This design comes from an exercise in tuning for small area on the open sky130 flow, not from production work. In this exercise RTL edits were held to simulation tests only and were not proved equivalent to the original. Power figures rest on the tool's default switching activity, not on a simulated workload.

==> yarrow: inputs <==
==> flow/design.v <==
`timescale 1ns/1ns
`default_nettype none
module rename_top (
    input  logic        clk,
    input  logic        rst_n,
    input  logic        dispatch_valid_i,
    input  logic [4:0]  rs1_i,
    input  logic [4:0]  rs2_i,
    input  logic [4:0]  rd_i,
    input  logic [31:0] imm_i,
    input  logic        src_imm_i,
    output logic        dispatch_ready_o,
    input  logic        stall_i,
    output logic        ren_valid_o,
    output logic [4:0]  rd_tag_o,
    output logic [4:0]  rs1_tag_o,
    output logic [31:0] rs1_data_o,
    output logic [4:0]  rs2_tag_o,
    output logic [31:0] rs2_data_o,
    input  logic        commit_valid_i,
    input  logic [4:0]  commit_areg_i,
    input  logic [4:0]  commit_preg_i,
    input  logic [31:0] commit_data_i,
    input  logic        flush_i
);
    logic        buf_valid;
    logic [4:0]  buf_rs1;
    logic [4:0]  buf_rs2;
    logic [4:0]  buf_rd;
    logic [31:5] buf_imm;
    logic        buf_src_imm;
    logic [4:0]  spec_tab [1:31];
    logic [4:0]  arch_tab [1:31];
    logic [31:0] prf [0:15];
    logic [15:0] ready;
    logic [4:0]  alloc_ptr;
    logic [4:0]  free_ptr;
    logic        commit_free;
    logic        writes_rd;
    logic        exhausted;
    logic        fire;
    logic        alloc;
    logic [4:0]  alloc_tag;
    logic [4:0]  free_ptr_next;
    always_comb begin
        commit_free = commit_valid_i && (commit_preg_i != 5'd0);
        writes_rd   = (buf_rd != 5'd0);
        exhausted   = (alloc_ptr[4] != free_ptr[4]) && (alloc_ptr[3:0] == free_ptr[3:0]);
        fire        = buf_valid && !stall_i && !flush_i && (!writes_rd || !exhausted);
        alloc       = fire && writes_rd;
        alloc_tag   = {alloc_ptr[3:0] == 4'd0, alloc_ptr[3:0]};
        free_ptr_next = free_ptr + {4'd0, commit_free};
        dispatch_ready_o = !flush_i && (!buf_valid || fire);
        ren_valid_o      = fire;
        rd_tag_o         = writes_rd ? alloc_tag : 5'd0;
    end
    always_ff @(posedge clk or negedge rst_n) begin
        if (!rst_n) begin
            buf_valid <= 1'b0;
        end else if (flush_i) begin
            buf_valid <= 1'b0;
        end else if (dispatch_ready_o) begin
            buf_valid <= dispatch_valid_i;
        end
    end
    always_ff @(posedge clk) begin
        if (dispatch_ready_o && dispatch_valid_i) begin
            buf_rs1     <= rs1_i;
            buf_rs2     <= src_imm_i ? imm_i[4:0] : rs2_i;
            buf_rd      <= rd_i;
            buf_imm     <= imm_i[31:5];
            buf_src_imm <= src_imm_i;
        end
    end
    always_ff @(posedge clk or negedge rst_n) begin
        if (!rst_n) begin
            free_ptr <= 5'd1;
        end else begin
            free_ptr <= free_ptr_next;
        end
    end
    always_ff @(posedge clk or negedge rst_n) begin
        if (!rst_n) begin
            alloc_ptr <= 5'd1;
        end else if (flush_i) begin
            alloc_ptr <= free_ptr_next;
        end else if (alloc) begin
            alloc_ptr <= alloc_ptr + 5'd1;
        end
    end
    logic rst_pend;
    always_ff @(posedge clk or negedge rst_n) begin
        if (!rst_n) begin
            rst_pend <= 1'b1;
        end else begin
            rst_pend <= 1'b0;
        end
    end
    logic [4:0] arch_wdata;
    logic [4:0] spec_wdata;
    logic       restore;
    always_comb begin
        arch_wdata = commit_preg_i & {5{!rst_pend}};
        spec_wdata = alloc_tag & {5{!rst_pend}};
        restore    = flush_i && !rst_pend;
    end
    always_ff @(posedge clk) begin
        for (int r = 1; r < 32; r++) begin
            if (rst_pend || (commit_free && (commit_areg_i == 5'(r)))) begin
                arch_tab[r] <= arch_wdata;
            end
        end
    end
    logic [31:1] spec_we;
    logic [31:1] spec_hold;
    always_comb begin
        for (int r = 1; r < 32; r++) begin
            spec_we[r]   = !restore && (rst_pend || (alloc && (buf_rd == 5'(r))));
            spec_hold[r] = !restore && !spec_we[r];
        end
    end
    always_ff @(posedge clk) begin
        for (int r = 1; r < 32; r++) begin
            spec_tab[r] <= (arch_tab[r] & {5{restore}})
                         | (spec_wdata  & {5{spec_we[r]}})
                         | (spec_tab[r] & {5{spec_hold[r]}});
        end
    end
    logic [15:0] wr_sel;
    logic [15:0] al_sel;
    always_comb begin
        for (int i = 0; i < 16; i++) begin
            al_sel[i] = (alloc_ptr[3:0] == 4'(i));
        end
        wr_sel[0] = commit_valid_i && commit_preg_i[4];
        for (int i = 1; i < 16; i++) begin
            wr_sel[i] = commit_valid_i && (commit_preg_i[3:0] == 4'(i));
        end
    end
    always_ff @(posedge clk) begin
        for (int i = 0; i < 16; i++) begin
            if (wr_sel[i]) prf[i] <= commit_data_i;
        end
    end
    always_ff @(posedge clk) begin
        for (int i = 0; i < 16; i++) begin
            if (wr_sel[i]) begin
                ready[i] <= 1'b1;
            end else if (alloc && al_sel[i]) begin
                ready[i] <= 1'b0;
            end
        end
    end
    logic [4:0]  src1;
    logic [4:0]  src2;
    logic [15:0] sel1;
    logic [15:0] sel2;
    logic        rdy1;
    logic        rdy2;
    logic        hit1;
    logic        hit2;
    logic [31:0] val1;
    logic [31:0] val2;
    always_comb begin
        src1 = 5'd0;
        src2 = 5'd0;
        for (int r = 1; r < 32; r++) begin
            src1 = src1 | (spec_tab[r] & {5{buf_rs1 == 5'(r)}});
            src2 = src2 | (spec_tab[r] & {5{buf_rs2 == 5'(r)}});
        end
        sel1[0] = src1[4];
        sel2[0] = src2[4];
        for (int i = 1; i < 16; i++) begin
            sel1[i] = (src1[3:0] == 4'(i));
            sel2[i] = (src2[3:0] == 4'(i));
        end
        rdy1 = (src1 == 5'd0);
        rdy2 = (src2 == 5'd0);
        val1 = '0;
        val2 = '0;
        for (int i = 0; i < 16; i++) begin
            rdy1 = rdy1 | (sel1[i] & ready[i]);
            rdy2 = rdy2 | (sel2[i] & ready[i]);
            val1 = val1 | ({32{sel1[i]}} & prf[i]);
            val2 = val2 | ({32{sel2[i]}} & prf[i]);
        end
        hit1 = commit_free && (src1 == commit_preg_i);
        hit2 = commit_free && (src2 == commit_preg_i);
        rs1_tag_o  = (rdy1 || hit1) ? 5'd0 : src1;
        rs1_data_o = hit1 ? commit_data_i : val1;
        if (buf_src_imm) begin
            rs2_tag_o  = 5'd0;
            rs2_data_o = {buf_imm, buf_rs2};
        end else begin
            rs2_tag_o  = (rdy2 || hit2) ? 5'd0 : src2;
            rs2_data_o = hit2 ? commit_data_i : val2;
        end
    end
endmodule
`default_nettype wire
==> flow/flow/run.sh <==
#!/bin/bash
# Own layout flow: the standard ORFS flow (standard.sh) with three changes:
#  - synthesis maps logic with an area-oriented ABC script (flow/area.abc),
#    everything else in synthesis is the standard flow's own script (flow/synth_area.tcl);
#  - port buffers are the smallest buffer cell;
#  - clock tree synthesis without dummy loads and with larger sink clusters.
# Each step's tool output is in orfs/logs/; make's own output in flow_make.log.
set -euo pipefail
W=$PWD
export AREA_ABC_SCRIPT=$W/flow/area.abc
B=sky130_fd_sc_hd__
bash standard.sh \
  SYNTH_SCRIPT=$W/flow/synth_area.tcl \
  "BUFFER_PORTS_ARGS=-buffer_cell ${B}buf_1" \
  "CTS_ARGS=-sink_clustering_enable -repair_clock_nets -dont_use_dummy_load -buf_list ${B}clkbuf_16 -sink_clustering_size 25 -sink_clustering_max_diameter 80" \
  finish > $W/flow_make.log 2>&1
==> flow/flow/area.abc <==
strash
&get -n
&st
&dch
&nf -a -R 1000
&put
topo
==> flow/flow/synth_area.tcl <==
# The standard flow's synthesis script (synth_recipe.tcl) with one change: the abc call
# maps with the ABC script named by AREA_ABC_SCRIPT instead of ORFS's own.
proc synth {args} { yosys synth -nofsm -noshare {*}$args }
proc abc {args} {
  set i [lsearch -exact $args -script]
  if { $i >= 0 } { set args [lreplace $args [expr {$i + 1}] [expr {$i + 1}] $::env(AREA_ABC_SCRIPT)] }
  yosys abc {*}$args
}
source $::env(SCRIPTS_DIR)/synth.tcl
# left out here: clear keep_hierarchy, flatten, clean up, hide names made inside functions, write 1_2_yosys.v
==> flow/standard.sh <==
#!/bin/bash
# synth_recipe.tcl (not shown) runs the flow's synth.tcl, then flattens the netlist and writes it again
# the make line also repeats each setting of config.mk as NAME=value (left out here)
make -C /OpenROAD-flow-scripts/flow DESIGN_CONFIG=/design/flow/config.mk WORK_HOME=/design/flow/orfs CLKGATE_MAP_FILE= SYNTH_SCRIPT=/design/flow/synth_recipe.tcl "${@:-finish}"
==> flow/config.mk <==
export PLATFORM = sky130hd
export DESIGN_NAME = rename_top
export DESIGN_NICKNAME = rename_top
export VERILOG_FILES = /design/flow/design.v
export SDC_FILE = /design/flow/constraint.sdc
export NUM_CORES = 8
export LEC_CHECK = 0
export CAP_MARGIN = 20
export CORE_MARGIN = 2
export CORE_UTILIZATION = 50
export SLEW_MARGIN = 20
==> flow/constraint.sdc <==
create_clock -name core_clock -period 12.0 [get_ports {clk}]
set_input_delay 2.4000 -clock core_clock [delete_from_list [all_inputs] [get_ports {clk}]]
set_output_delay 2.4000 -clock core_clock [all_outputs]
set_load 0.01 [all_outputs]
==> raven (differences from yarrow) <==
--- a/flow/design.v
+++ b/flow/design.v
@@ -29,3 +29,3 @@
     logic [4:0]  buf_rd;
-    logic [31:5] buf_imm;
+    logic [31:0] buf_imm;
     logic        buf_src_imm;
@@ -68,5 +68,5 @@
             buf_rs1     <= rs1_i;
-            buf_rs2     <= src_imm_i ? imm_i[4:0] : rs2_i;
+            buf_rs2     <= rs2_i;
             buf_rd      <= rd_i;
-            buf_imm     <= imm_i[31:5];
+            buf_imm     <= imm_i;
             buf_src_imm <= src_imm_i;
@@ -167,4 +167,4 @@
         for (int r = 1; r < 32; r++) begin
-            src1 = src1 | (spec_tab[r] & {5{buf_rs1 == 5'(r)}});
-            src2 = src2 | (spec_tab[r] & {5{buf_rs2 == 5'(r)}});
+            if (buf_rs1 == 5'(r)) src1 = spec_tab[r];
+            if (buf_rs2 == 5'(r)) src2 = spec_tab[r];
         end
@@ -192,3 +192,3 @@
             rs2_tag_o  = 5'd0;
-            rs2_data_o = {buf_imm, buf_rs2};
+            rs2_data_o = buf_imm;
         end else begin
==> summary.txt <==
Global route
  – Met2 Usage GRT: roughly 57%
  – M3 GR Usage: roughly 5.3%

Routing
  – Drt first pass iters: 12
  – DRT Wirelength: between 100000 and 150000 µm

Pwr
  – Switching Power: 2.10 mW
  – Clk power: between 1.5 and 2 mW
  – Sequential power share: 55.4%

Finish
  – Nets: 3256
  – FF+latch count: 898
  – Seq/total area: 61.0%
  – Finished Core Util: 55.7%

Yosys
  – Cells after Synth: between 2k and 3k
  – Post-Synth XOR/XNOR Area: less than 1%
  – Cell variety after synth: 46

Worst setup path
  – Reg-to-Reg End: spec_tab[2][2]$_DFF_P_

CTS
  – Cts bufs inserted: 45

Min path
  – Worst hold start: arch_tab[13][2]$_DFFE_PP_

Outcome
  – Status: timing/DRC/antenna clean
That was raven.
==> summary.txt <==
Outcome
  – Status: timing/DRC/antenna clean

Yosys
  – Cells after Synth: between 2k and 3k
  – Post-Synth XOR/XNOR Area: less than 1%
  – Cell variety after synth: 43

Global route
  – Met2 Usage GRT: between 50 and 60%

Worst setup path
  – Reg-to-Reg End: spec_tab[1][0]$_DFF_P_

Finish
  – Seq/total area: 61.0%

Pwr
  – Switching Power: 2.20 mW

Min path
  – Worst hold start: arch_tab[3][0]$_DFFE_PP_
That was yarrow.

## afterwards: timing with drivers on the ports
The flow's constraints put no driver on any port. The routed layouts listed below were extracted and timed again, unchanged, in two steps. Step 1: set_driving_cell puts a clkbuf_16 on clk and a buf_2 on each other input, an assumption about the parent block. Step 2 also shifts input and output timing later by t, the mid clock arrival at the registers, as if the neighbouring blocks saw the same clock. Three values: ideal, step 1, step 2; two values: the first two.
| run | shift t [ns] | setup slack, ns | clock arrival spread, ns | slew at the worst register clock pin (ns) | worst slew at a driven data input, ns |
|---|---|---|---|---|---|
| yarrow | 0.672 | 1.497 / 1.425 / 2.098 | 0.087 / 0.087 | 0.10 / 0.10 | 0.09 |
| raven | 0.675 | 1.092 / 1.025 / 1.700 | 0.077 / 0.077 | 0.10 / 0.10 | 0.08 |
After both steps every run listed still meets setup and hold.
